What follows belongs to an exercise in optimizing a design on an open flow for small area, a short achievable clock period and few clock cycles per item; a production flow would make more cautious choices. Only simulation tests tie the RTL to the original design; equivalence was not proved.

## indigo
// macc_control_top
module macc_control_top (
  input logic clk,
  input logic rst_n,
  input logic mac_begin,
  input logic acc_begin,
  input macc_pkg::len_t conv_len,
  input macc_pkg::filt_t filter_num,
  input macc_pkg::data_t weight_in,
  input macc_pkg::data_t ifmap_in,
  input macc_pkg::data_t external_psum,
  input macc_pkg::acc_t internal_psum,
  output logic mul_enable,
  output logic acc_enable,
  output macc_pkg::len_t cnt_a,
  output macc_pkg::filt_t cnt_b,
  output macc_pkg::acc_t accum_out,
  output logic psum_store,
  output logic mac_finish,
  output logic acc_finish
);
Settings: LEC_CHECK=0, CAP_MARGIN=20, CORE_MARGIN=2, CORE_UTILIZATION=60, CTS_CLUSTER_DIAMETER=100, CTS_CLUSTER_SIZE=25, SETUP_SLACK_MARGIN=4.25, SLEW_MARGIN=20, SYNTH_HIERARCHICAL=1, SYNTH_MINIMUM_KEEP_SIZE=0; clock period 7.0 ns.
standard.sh (not shown) runs the stock make flow with config.mk's settings and CLKGATE_MAP_FILE= SYNTH_SCRIPT=/design/flow/synth_recipe.tcl, a recipe that flattens the netlist after the stock synthesis.
==> flow/flow/run.sh <==
#!/bin/bash
# standard layout, with the port buffers made from the smallest plain buffer
set -euo pipefail
export BUFFER_PORTS_ARGS="-buffer_cell sky130_fd_sc_hd__buf_1"
bash standard.sh > standard_flow.log 2>&1
indigo finished every stage and its layout cleared the timing, DRC and antenna checks.
Testbench counts of indigo, summed over its fixed seeds: cycles 24,347, items 22,427.
> inputs changed (indigo -> zinc)
Settings: a change of SETUP_SLACK_MARGIN from 4.25 to 4.4.
Notes after the runs:
For final standard cell area without fillers, dividing the value from indigo by the value from zinc gives 0.936.
Data required time of the critical path: indigo and zinc compared, lower one is indigo
Summary of zinc over indigo: met2 usage shows an increase of 1.1 points, global-route usage over all layers shows an increase of 0.91 points.
> inputs changed (zinc -> cedar)
Settings: setting ABC_AREA to 1 for the first time; changing SETUP_SLACK_MARGIN from 4.4 to 4.2.
[summary]
- cedar went all the way through the flow, and no timing, DRC or antenna check failed.
- Re cell area: cedar is 11% up on zinc.
- Looking at number of stages on the worst setup path, cedar sits below zinc.
- Post-CTS setup buffer count sits lower in cedar than in zinc.
Modified inputs, nickel compared to cedar
Settings: SLEW_MARGIN: 20 -> 0; CAP_MARGIN: 20 -> 0; ABC_AREA: 1 -> unset.
--- outcome ---
Global-route total usage across every layer (higher): cedar. Changes observed in nickel relative to cedar: met1 demand-to-capacity share in global routing decreased by 4.0 points relative to the old numbers, area added between synthesis and finish closely matched the old numbers. Against cedar, total vias in the final route in nickel fell by more than a quarter. Summary of nickel over cedar: storage element area shows no meaningful change; routed wire length on met2 now smaller.

---

## before
Another version of the RTL of macc_control_top (not shown whole).
For scale: ~1400 cells after synthesis, roughly 210 flip-flops, roughly 150 I/O pins, ~15000 µm² of cells after synthesis.
// macc_control_top
module macc_control_top (
  input logic clk,
  input logic rst_n,
  input logic mac_begin,
  input logic acc_begin,
  input macc_pkg::len_t conv_len,
  input macc_pkg::filt_t filter_num,
  input macc_pkg::data_t weight_in,
  input macc_pkg::data_t ifmap_in,
  input macc_pkg::data_t external_psum,
  input macc_pkg::acc_t internal_psum,
  output logic mul_enable,
  output logic acc_enable,
  output macc_pkg::len_t cnt_a,
  output macc_pkg::filt_t cnt_b,
  output macc_pkg::acc_t accum_out,
  output logic psum_store,
  output logic mac_finish,
  output logic acc_finish
);
clock: 7.0 ns
lec_check: 0
cap_margin: 20
core_margin: 2
core_utilization: 40
setup_slack_margin: 4.0
slew_margin: 20
synth_hierarchical: 1
synth_minimum_keep_size: 0
Scripts as last shown in full above: flow/flow/run.sh
Testbench counts of before, summed over its fixed seeds: cycles 24,347, items 22,427.
Input-level comparison between after and before:
==> flow/run.sh (new file) <==
#!/bin/bash
# synth_recipe.tcl (not shown) runs the flow's synth.tcl, then flattens the netlist and writes it again
# the make line also repeats each setting of config.mk as NAME=value (left out here)
make -C /OpenROAD-flow-scripts/flow DESIGN_CONFIG=/design/flow/config.mk WORK_HOME=/design/flow/orfs CLKGATE_MAP_FILE= SYNTH_SCRIPT=/design/flow/synth_recipe.tcl finish
removed: flow/flow/run.sh
removed: flow/standard.sh
Results
Of the two values seen for uppermost layer routed, met5 was produced by after and met4 by before.
Higher post-synthesis to final-layout area growth was reported by after, not before.
Against before, after comes in 1 higher on number of non-clock buffers in the layout.
The number of global-route vias before repair number comes out higher for after vs before.
Cmp after and before / wire length of the first global-routing pass / higher: after
Looking at routed wire length across after and before, the one that comes out lower is before.
Comparing after and before, clock skew is lower on before.
Delta (after minus before): number of inserted filler cells in the final layout now smaller, worst hold slack fell by 3.4 ps.

## separate check: timing with driven ports
How much do the figures lean on ideal ports? The routed layouts below were timed once more, with nothing changed but the port constraints.
Step 1 sets driving cells, clkbuf_16 on the clock port and buf_2 on the other inputs (assumed; they add their load-dependent delay and slew).
Step 2 times the ports against the registers' clock, not the clock port: input delays grow and output delays shrink by t, the midpoint of the rising clock arrivals with the driver on.
Three values: ideal, step 1, step 2; two values: the first two.
| run | shift t [ns] | setup slack, ns | hold slack, ns | worst setup path at the end |
|---|---|---|---|---|
| indigo | 0.534 | 4.245 / 4.245 / 3.942 | 0.331 / 0.331 / 0.331 | input to register |
| zinc | 0.538 | 4.217 / 4.217 / 4.083 | 0.331 / 0.331 / 0.331 | input to register |
| cedar | 0.554 | 4.240 / 4.240 / 4.240 | 0.335 / 0.335 / 0.335 | register to register |
| nickel | 0.526 | 4.240 / 4.240 / 3.936 | 0.331 / 0.331 / 0.331 | input to register |
| before | 0.594 | 4.114 / 4.114 / 3.805 | 0.324 / 0.324 / 0.324 | input to register |
| after | 0.596 | 4.071 / 4.018 / 3.651 | 0.321 / 0.321 / 0.321 | input to register |
After both steps every run listed still meets setup and hold. For after, which loses most, drivers alone change the setup slack by -0.053 ns; drivers and shift together by -0.420 ns.
